What follows belongs to an exercise in optimizing a design on an open flow for small area; a production flow would make more cautious choices. The RTL was checked by simulation tests, not by an equivalence proof against the original design. No activity file was given, so power comes from the tool's default toggle rates.

alpha:
==> flow/design.v (excerpt) <==
module tcp_stats_monitor (
  input  logic        ap_clk,
  input  logic        ap_rst_n,
  input  logic        ap_start,
  input  logic [63:0] cnt_preset,
  input  logic        rx_tvalid,
  input  logic        rx_tready,
  input  logic [7:0]  rx_tkeep,
  input  logic        rx_tlast,
  input  logic        tx_tvalid,
  input  logic        tx_tready,
  input  logic [7:0]  tx_tkeep,
  input  logic        tx_tlast,
  input  logic        tx_status_tvalid,
  input  logic        tx_status_tready,
  input  logic [63:0] tx_status_tdata,
  input  logic        open_status_tvalid,
  input  logic        open_status_tready,
  input  logic [23:0] open_status_tdata,
  input  logic        close_tvalid,
  input  logic        close_tready,
  output logic        ap_done,
  output logic        ap_idle,
  output logic [41:0] rx_bytes,
  output logic [41:0] tx_bytes,
  output logic [31:0] rx_pkts,
  output logic [31:0] tx_pkts,
  output logic [31:0] sts_total,
  output logic [31:0] sts_good,
  output logic [31:0] open_total,
  output logic [31:0] open_good,
  output logic [63:0] exec_cycles
);
Size in the first run: about 1900 cells after synthesis, roughly 530 I/O pins.
==> flow/config.mk <==
export PLATFORM = sky130hd
export DESIGN_NAME = tcp_stats_monitor
export DESIGN_NICKNAME = tcp_stats_monitor
export VERILOG_FILES = /design/flow/design.v
export SDC_FILE = /design/flow/constraint.sdc
export NUM_CORES = 4
export LEC_CHECK = 0
export ABC_AREA = 1
export CAP_MARGIN = 20
export CORE_MARGIN = 2
export CORE_UTILIZATION = 65
export CTS_BUF_LIST = sky130_fd_sc_hd__clkbuf_16
export CTS_CLUSTER_DIAMETER = 100
export CTS_CLUSTER_SIZE = 30
export GPL_TIMING_DRIVEN = 0
export PLACE_DENSITY = 0.75
export SLEW_MARGIN = 20
==> flow/constraint.sdc <==
create_clock -name core_clock -period 4.0 [get_ports {ap_clk}]
set_input_delay 0.8000 -clock core_clock [delete_from_list [all_inputs] [get_ports {ap_clk}]]
set_output_delay 0.8000 -clock core_clock [all_outputs]
set_load 0.01 [all_outputs]
standard.sh (not shown) runs the stock make flow with config.mk's settings and CLKGATE_MAP_FILE= SYNTH_SCRIPT=/design/flow/synth_recipe.tcl, a recipe that flattens the netlist after the stock synthesis.
==> flow/flow/run.sh <==
#!/bin/bash
# standard layout, with the port buffers made of the smallest buffer cell
cp standard.sh standard_sh_copy.log
export BUFFER_PORTS_ARGS="-buffer_cell sky130_fd_sc_hd__buf_1"
bash standard.sh > standard.log 2>&1
alpha: full flow OK, the timing, design-rule and antenna checks passed
> inputs changed (alpha -> beta)
- CTS_CLUSTER_DIAMETER: 100 -> unset
- CTS_BUF_LIST: sky130_fd_sc_hd__clkbuf_16 -> unset
- CORE_UTILIZATION: 65 -> 40
- PLACE_DENSITY: 0.75 -> unset
- CTS_CLUSTER_SIZE: 30 -> unset
Notes after the runs:
Looking at the reports, beta completed the entire flow and the layout it produced met the timing, design-rule and antenna checks. The flow did not stop early for alpha: all stages ran, and the layout cleared the timing, design-rule and antenna checks. From alpha to beta the numbers moved as follows: sequential share of layout area -2.5 points, minimum clock period after layout went down by 0.11 ns. [beta vs alpha] core utilization: lower in beta. Going from alpha to beta, power higher; number of cells on the worst reg-to-reg path higher. Against alpha, beta reports a power dissipated in the clock network that is higher. Comparing beta and alpha, the higher largest voltage drop on the vdd net is on alpha.
[inputs] gamma vs beta
- PLACE_DENSITY now 0.75, previously not set
- CTS_BUF_LIST now sky130_fd_sc_hd__clkbuf_16, previously not set
- CTS_CLUSTER_SIZE now 24, previously not set
- CTS_CLUSTER_DIAMETER now 70, previously not set
- CORE_UTILIZATION now 65, was 40
==> results.txt <==
Per the comparison of gamma with beta, half-perimeter wire length after detailed placement -4.3 mm, post-CTS clock slew at the launch and capture registers of the worst setup and hold paths went up by 0.03 ns, initial antenna violation count went up.
For delta, these inputs were changed with respect to gamma:
- a deleted CTS_CLUSTER_DIAMETER that had been 70
- a deleted CTS_CLUSTER_SIZE that had been 24
- a deleted CTS_BUF_LIST that had been sky130_fd_sc_hd__clkbuf_16
- a deleted GPL_TIMING_DRIVEN that had been 0
- a deleted PLACE_DENSITY that had been 0.75
- a change of CORE_UTILIZATION from 65 to 40
## What came out
Relative to gamma, critical path data arrival time has decreased by 0.35 ns in delta. delta completed; timing, DRC and antenna clean. The final period demand of the worst path number comes out higher for gamma vs delta. Worst hold slack in delta is 0.0033 ns higher than in gamma. H-tree depth reported by CTS is higher on delta. delta vs gamma on number of tap cells inserted: delta is the higher one. sky130_fd_sc_hd__fa_1 as the cell at the slowest stage of the critical path was reported by gamma, and sky130_fd_sc_hd__buf_12 by delta. Delta (delta minus gamma): via count has decreased, final-layout clock buffer total has increased. Core utilization: delta lower than gamma. Between delta and gamma, it is delta whose slew at the pin closest to its max-slew limit is higher, by 0.31 ns. Area after synthesis: gamma vs delta identical. Of delta and gamma, the run reporting the higher net count of the finished layout was delta.
> inputs changed (delta -> epsilon)
- CTS_CLUSTER_SIZE: unset -> 30
- PLACE_DENSITY: unset -> 0.75
- CTS_BUF_LIST: unset -> sky130_fd_sc_hd__clkbuf_16
- CTS_CLUSTER_DIAMETER: unset -> 100
- CORE_UTILIZATION: 40 -> 65
- GPL_TIMING_DRIVEN: unset -> 0
==> flow/flow/run.sh <==
#!/bin/bash
# standard layout, with the port buffers made of the smallest buffer cell and
# gates on paths with positive slack downsized after global routing
cp standard.sh standard_sh_copy.log
export BUFFER_PORTS_ARGS="-buffer_cell sky130_fd_sc_hd__buf_1"
bash standard.sh RECOVER_POWER=100 finish > standard.log 2>&1
- Between delta and epsilon, the flow reports inserted tap cell count decreasing by more than a quarter.
- Summary of epsilon over delta: number of rows created at floorplan fell by 16, share of total power in the clock network fell by 16 points, part of the total power dissipated in combinational logic rose by 2.4 points, maximum achievable frequency fell by about 9%.
- Delta (epsilon minus delta): final design instance area without fill went down 7.4%, cell internal power dissipation went down about 24%.


== umber ==
The RTL this note starts from:
==> flow/design.v <==
`timescale 1ns/1ps
module tcp_stats_monitor (
  input  logic        ap_clk,
  input  logic        ap_rst_n,
  input  logic        ap_start,
  input  logic [63:0] cnt_preset,
  input  logic        rx_tvalid,
  input  logic        rx_tready,
  input  logic [7:0]  rx_tkeep,
  input  logic        rx_tlast,
  input  logic        tx_tvalid,
  input  logic        tx_tready,
  input  logic [7:0]  tx_tkeep,
  input  logic        tx_tlast,
  input  logic        tx_status_tvalid,
  input  logic        tx_status_tready,
  input  logic [63:0] tx_status_tdata,
  input  logic        open_status_tvalid,
  input  logic        open_status_tready,
  input  logic [23:0] open_status_tdata,
  input  logic        close_tvalid,
  input  logic        close_tready,
  output logic        ap_done,
  output logic        ap_idle,
  output logic [41:0] rx_bytes,
  output logic [41:0] tx_bytes,
  output logic [31:0] rx_pkts,
  output logic [31:0] tx_pkts,
  output logic [31:0] sts_total,
  output logic [31:0] sts_good,
  output logic [31:0] open_total,
  output logic [31:0] open_good,
  output logic [63:0] exec_cycles
);
  logic       start_prev;
  logic       rx_fire, tx_fire;
  logic [3:0] rx_cnt, tx_cnt;
  assign rx_fire = rx_tvalid & rx_tready & ap_rst_n;
  assign tx_fire = tx_tvalid & tx_tready & ap_rst_n;
  always_comb begin
    rx_cnt = 4'd0;
    tx_cnt = 4'd0;
    for (int i = 0; i < 8; i++) begin
      rx_cnt = rx_cnt + {3'd0, rx_tkeep[i]};
      tx_cnt = tx_cnt + {3'd0, tx_tkeep[i]};
    end
  end
  logic       s1_start, s1_close, s1_rxp, s1_txp, s1_sts, s1_stsg, s1_open, s1_openg;
  logic [3:0] s1_rxb, s1_txb;
  always_ff @(posedge ap_clk) begin
    start_prev <= ap_start & ap_rst_n;
    s1_start   <= ap_start & ~start_prev & ap_rst_n;
    s1_close   <= close_tvalid & close_tready & ap_rst_n;
    s1_rxb     <= rx_fire ? rx_cnt : 4'd0;
    s1_rxp     <= rx_fire & rx_tlast;
    s1_txb     <= tx_fire ? tx_cnt : 4'd0;
    s1_txp     <= tx_fire & tx_tlast;
    s1_sts     <= tx_status_tvalid & tx_status_tready & ap_rst_n;
    s1_stsg    <= tx_status_tvalid & tx_status_tready & ap_rst_n
                  & ~tx_status_tdata[63] & ~tx_status_tdata[62];
    s1_open    <= open_status_tvalid & open_status_tready & ap_rst_n;
    s1_openg   <= open_status_tvalid & open_status_tready & ap_rst_n & open_status_tdata[16];
  end
  logic       s2_start, s2_close, s2_rxp, s2_txp, s2_sts, s2_stsg, s2_open, s2_openg;
  logic [3:0] s2_rxb, s2_txb;
  logic       rst_q;   
  always_ff @(posedge ap_clk) begin
    rst_q    <= ~ap_rst_n;
    s2_start <= s1_start;
    s2_close <= s1_close;
    s2_rxb   <= s1_rxb;
    s2_rxp   <= s1_rxp;
    s2_txb   <= s1_txb;
    s2_txp   <= s1_txp;
    s2_sts   <= s1_sts;
    s2_stsg  <= s1_stsg;
    s2_open  <= s1_open;
    s2_openg <= s1_openg;
  end
  logic live;    
  logic clear;   
  logic keep;    
  logic [63:0] pre;   
  assign live  = ap_rst_n & ~rst_q;
  assign clear = live & s2_start;
  assign keep  = ap_rst_n & ~clear;
  assign pre   = cnt_preset & {64{clear}};
  logic close_now;
  logic running;
  assign close_now = live & s2_close;
  always_ff @(posedge ap_clk) begin
    ap_done <= close_now;
    running <= ~close_now & (clear | (running & ap_rst_n));
  end
  assign ap_idle = ~running;
  logic [41:0] rx_bytes_d, tx_bytes_d;
  logic [31:0] rx_pkts_d, tx_pkts_d, sts_total_d, sts_good_d, open_total_d, open_good_d;
  logic [63:0] exec_cycles_d;
  stat_add #(.W(42), .IW(4)) u_rxb (.q(rx_bytes),   .pre(pre[41:0]), .keep, .inc(s2_rxb & {4{live}}), .d(rx_bytes_d));
  stat_add #(.W(42), .IW(4)) u_txb (.q(tx_bytes),   .pre(pre[41:0]), .keep, .inc(s2_txb & {4{live}}), .d(tx_bytes_d));
  stat_add #(.W(32), .IW(1)) u_rxp (.q(rx_pkts),    .pre(pre[31:0]), .keep, .inc(s2_rxp & live),   .d(rx_pkts_d));
  stat_add #(.W(32), .IW(1)) u_txp (.q(tx_pkts),    .pre(pre[31:0]), .keep, .inc(s2_txp & live),   .d(tx_pkts_d));
  stat_add #(.W(32), .IW(1)) u_st  (.q(sts_total),  .pre(pre[31:0]), .keep, .inc(s2_sts & live),   .d(sts_total_d));
  stat_add #(.W(32), .IW(1)) u_sg  (.q(sts_good),   .pre(pre[31:0]), .keep, .inc(s2_stsg & live),  .d(sts_good_d));
  stat_add #(.W(32), .IW(1)) u_ot  (.q(open_total), .pre(pre[31:0]), .keep, .inc(s2_open & live),  .d(open_total_d));
  stat_add #(.W(32), .IW(1)) u_og  (.q(open_good),  .pre(pre[31:0]), .keep, .inc(s2_openg & live), .d(open_good_d));
  stat_add #(.W(64), .IW(1)) u_ex  (.q(exec_cycles), .pre(pre),    .keep, .inc(running & keep),  .d(exec_cycles_d));
  always_ff @(posedge ap_clk) begin
    rx_bytes    <= rx_bytes_d;
    tx_bytes    <= tx_bytes_d;
    rx_pkts     <= rx_pkts_d;
    tx_pkts     <= tx_pkts_d;
    sts_total   <= sts_total_d;
    sts_good    <= sts_good_d;
    open_total  <= open_total_d;
    open_good   <= open_good_d;
    exec_cycles <= exec_cycles_d;
  end
endmodule
module stat_add #(
  parameter int W  = 32,
  parameter int IW = 1
) (
  input  logic [W-1:0]  q,
  input  logic [W-1:0]  pre,
  input  logic          keep,
  input  logic [IW-1:0] inc,
  output logic [W-1:0]  d
);
  logic [W-1:0] base;
  logic [W:IW]  c;   
  assign base = (q & {W{keep}}) | pre;
  assign {c[IW], d[IW-1:0]} = {1'b0, base[IW-1:0]} + {1'b0, inc};
  localparam int B = 4;   
  localparam int S = 4;   
  localparam int NB = (W - IW + B - 1) / B;
  localparam int NS = (NB + S - 1) / S;
  logic [NB-1:0] pb;         
  logic [NB:0]   cb;         
  logic [NS-1:0] ps;         
  logic [NS:0]   cs;         
  for (genvar k = 0; k < NB; k++) begin : g_pb
    localparam int LO = IW + k * B;
    localparam int HI = (LO + B - 1 < W - 1) ? LO + B - 1 : W - 1;
    assign pb[k] = &base[HI:LO];
  end
  for (genvar m = 0; m < NS; m++) begin : g_ps
    localparam int LO = m * S;
    localparam int HI = (LO + S - 1 < NB - 1) ? LO + S - 1 : NB - 1;
    assign ps[m] = &pb[HI:LO];
  end
  assign cs[0] = c[IW];
  for (genvar m = 0; m < NS; m++) begin : g_cs
    assign cs[m+1] = cs[m] & ps[m];
  end
  for (genvar k = 0; k < NB; k++) begin : g_cb
    if (k % S == 0) begin : g_first
      assign cb[k] = cs[k / S];
    end else begin : g_next
      assign cb[k] = cb[k-1] & pb[k-1];
    end
  end
  for (genvar i = IW; i < W; i++) begin : g_bit
    if ((i - IW) % B == 0) begin : g_first
      if (i > IW) begin : g_c
        assign c[i] = cb[(i - IW) / B];
      end
    end else begin : g_next
      assign c[i] = c[i-1] & base[i-1];
    end
    assign d[i] = base[i] ^ c[i];
  end
endmodule
clock: 4.0 ns
lec_check: 0
abc_area: 1
cap_margin: 20
core_margin: 2
core_utilization: 65
cts_buf_list: sky130_fd_sc_hd__clkbuf_16
cts_cluster_diameter: 100
cts_cluster_size: 30
gpl_timing_driven: 0
place_density: 0.75
slew_margin: 20
==> flow/flow/run.sh <==
#!/bin/bash
# standard layout, with the port buffers made of the smallest buffer cell and
# gates on paths with positive slack downsized (to any footprint) after global routing
cp standard.sh standard_sh_copy.log
export BUFFER_PORTS_ARGS="-buffer_cell sky130_fd_sc_hd__buf_1"
bash standard.sh RECOVER_POWER=100 MATCH_CELL_FOOTPRINT=0 finish > standard.log 2>&1
[inputs] harbor vs umber
- CORE_UTILIZATION: 65 -> 40
- PLACE_DENSITY: 0.75 -> unset
==> flow/flow/run.sh <==
#!/bin/bash
# standard layout, with the port buffers made of the smallest buffer cell
cp standard.sh standard_sh_copy.log
export BUFFER_PORTS_ARGS="-buffer_cell sky130_fd_sc_hd__buf_1"
bash standard.sh > standard.log 2>&1
==> results.txt <==
On harbor: via count is 469 lower than what umber gave. Sequential share of layout area: higher on umber. Compared with umber, in harbor total number of placement rows went up; die outline area now larger. harbor reports its slowest stage cell on the critical path as nor3_1 while umber reports nor2_1.
The inputs of cedar differ from those of harbor as listed below.
- CORE_UTILIZATION: 40 -> 65
- PLACE_DENSITY: unset -> 0.75
- CTS_CLUSTER_SIZE: 30 -> 20
- CTS_BUF_LIST: sky130_fd_sc_hd__clkbuf_16 -> sky130_fd_sc_hd__clkbuf_8
- CTS_CLUSTER_DIAMETER: 100 -> 50
### Flow results
In cedar, the final routed wire length divided by cell count came out 0.11 um below the value in harbor. When cedar is set beside harbor, its post-DP HPWL turns out to be about 10% smaller. Per the comparison of cedar with harbor, horizontal die dimension lower; net switching power shows an increase of about 10%; sequential share of layout area up 0.15 points. When the final numbers for harbor and cedar were put side by side, the area enclosed by the die boundary turned out to be smaller in cedar. Register-to-register slack: harbor and cedar compared, higher one is harbor. Static power due to leakage in cedar is 1.1% above harbor. cedar: non-clock buffer count in the final layout is 3 lower than what harbor reported. Final worst setup slack sits lower in cedar than in harbor.
Setup changes, cedar to pepper
- changing CTS_CLUSTER_SIZE from 20 to 30
- changing CTS_CLUSTER_DIAMETER from 50 to 100
- changing CTS_BUF_LIST from sky130_fd_sc_hd__clkbuf_8 to sky130_fd_sc_hd__clkbuf_16
diff --git a/flow/flow/run.sh b/flow/flow/run.sh
--- a/flow/flow/run.sh
+++ b/flow/flow/run.sh
@@ -5 +5 @@
-bash standard.sh > standard.log 2>&1
+bash standard.sh REMOVE_ABC_BUFFERS=1 finish > standard.log 2>&1
### Flow results
Summary: wire length of the first global-routing pass, pepper better than cedar. pepper ends up with a total routing resource utilization after global routing that is 3.5 points lower than in cedar. Reported combinational group power went down by a few percent going from cedar to pepper. Sort pepper and cedar by required time reported for the critical path endpoint, descending, and cedar comes first.

-- what the ideal ports hide --
In the flow no input, the clock included, has a driving cell. The finished layouts below were timed again as built, in two steps.
Step 1, drivers: a clkbuf_16 drives ap_clk and a buf_2 each remaining input, both assumed.
Step 2 adds t to the input delays and takes it off the output delays; t is the mean of the earliest and latest rising clock arrival at the registers after step 1. Input paths then give back, and output paths get back, about the clock's delay inside the block.
a / b / c = no drivers / after step 1 / after step 2; a / b = the first two.
| run | t, ns | setup slack, ns | hold slack, ns | pins driven straight from the clock port |
|---|---|---|---|---|
| alpha | 0.571 | 0.171 / 0.199 / -0.372 | 0.332 / 0.332 / 0.332 | 1 |
| beta | 0.607 | 0.281 / 0.294 / -0.292 | 0.324 / 0.324 / 0.324 | 1 |
| gamma | 0.579 | 0.138 / 0.164 / -0.415 | 0.321 / 0.321 / 0.321 | 1 |
| delta | 0.618 | 0.523 / 0.559 / -0.059 | 0.325 / 0.325 / 0.325 | 1 |
| epsilon | 0.572 | 0.193 / 0.222 / -0.349 | 0.331 / 0.331 / 0.331 | 1 |
| umber | 0.571 | 0.171 / 0.200 / -0.371 | 0.332 / 0.332 / 0.332 | 1 |
| harbor | 0.585 | 0.268 / 0.295 / -0.282 | 0.291 / 0.291 / 0.291 | 1 |
| cedar | 0.601 | 0.185 / 0.208 / -0.393 | 0.332 / 0.332 / 0.332 | 1 |
| pepper | 0.571 | 0.214 / 0.214 / -0.330 | 0.320 / 0.320 / 0.320 | 1 |
With both steps, setup timing fails in every run listed, where it was met with ideal ports. For delta, which loses most, drivers alone change the setup slack by +0.036 ns; drivers and shift together by -0.582 ns.
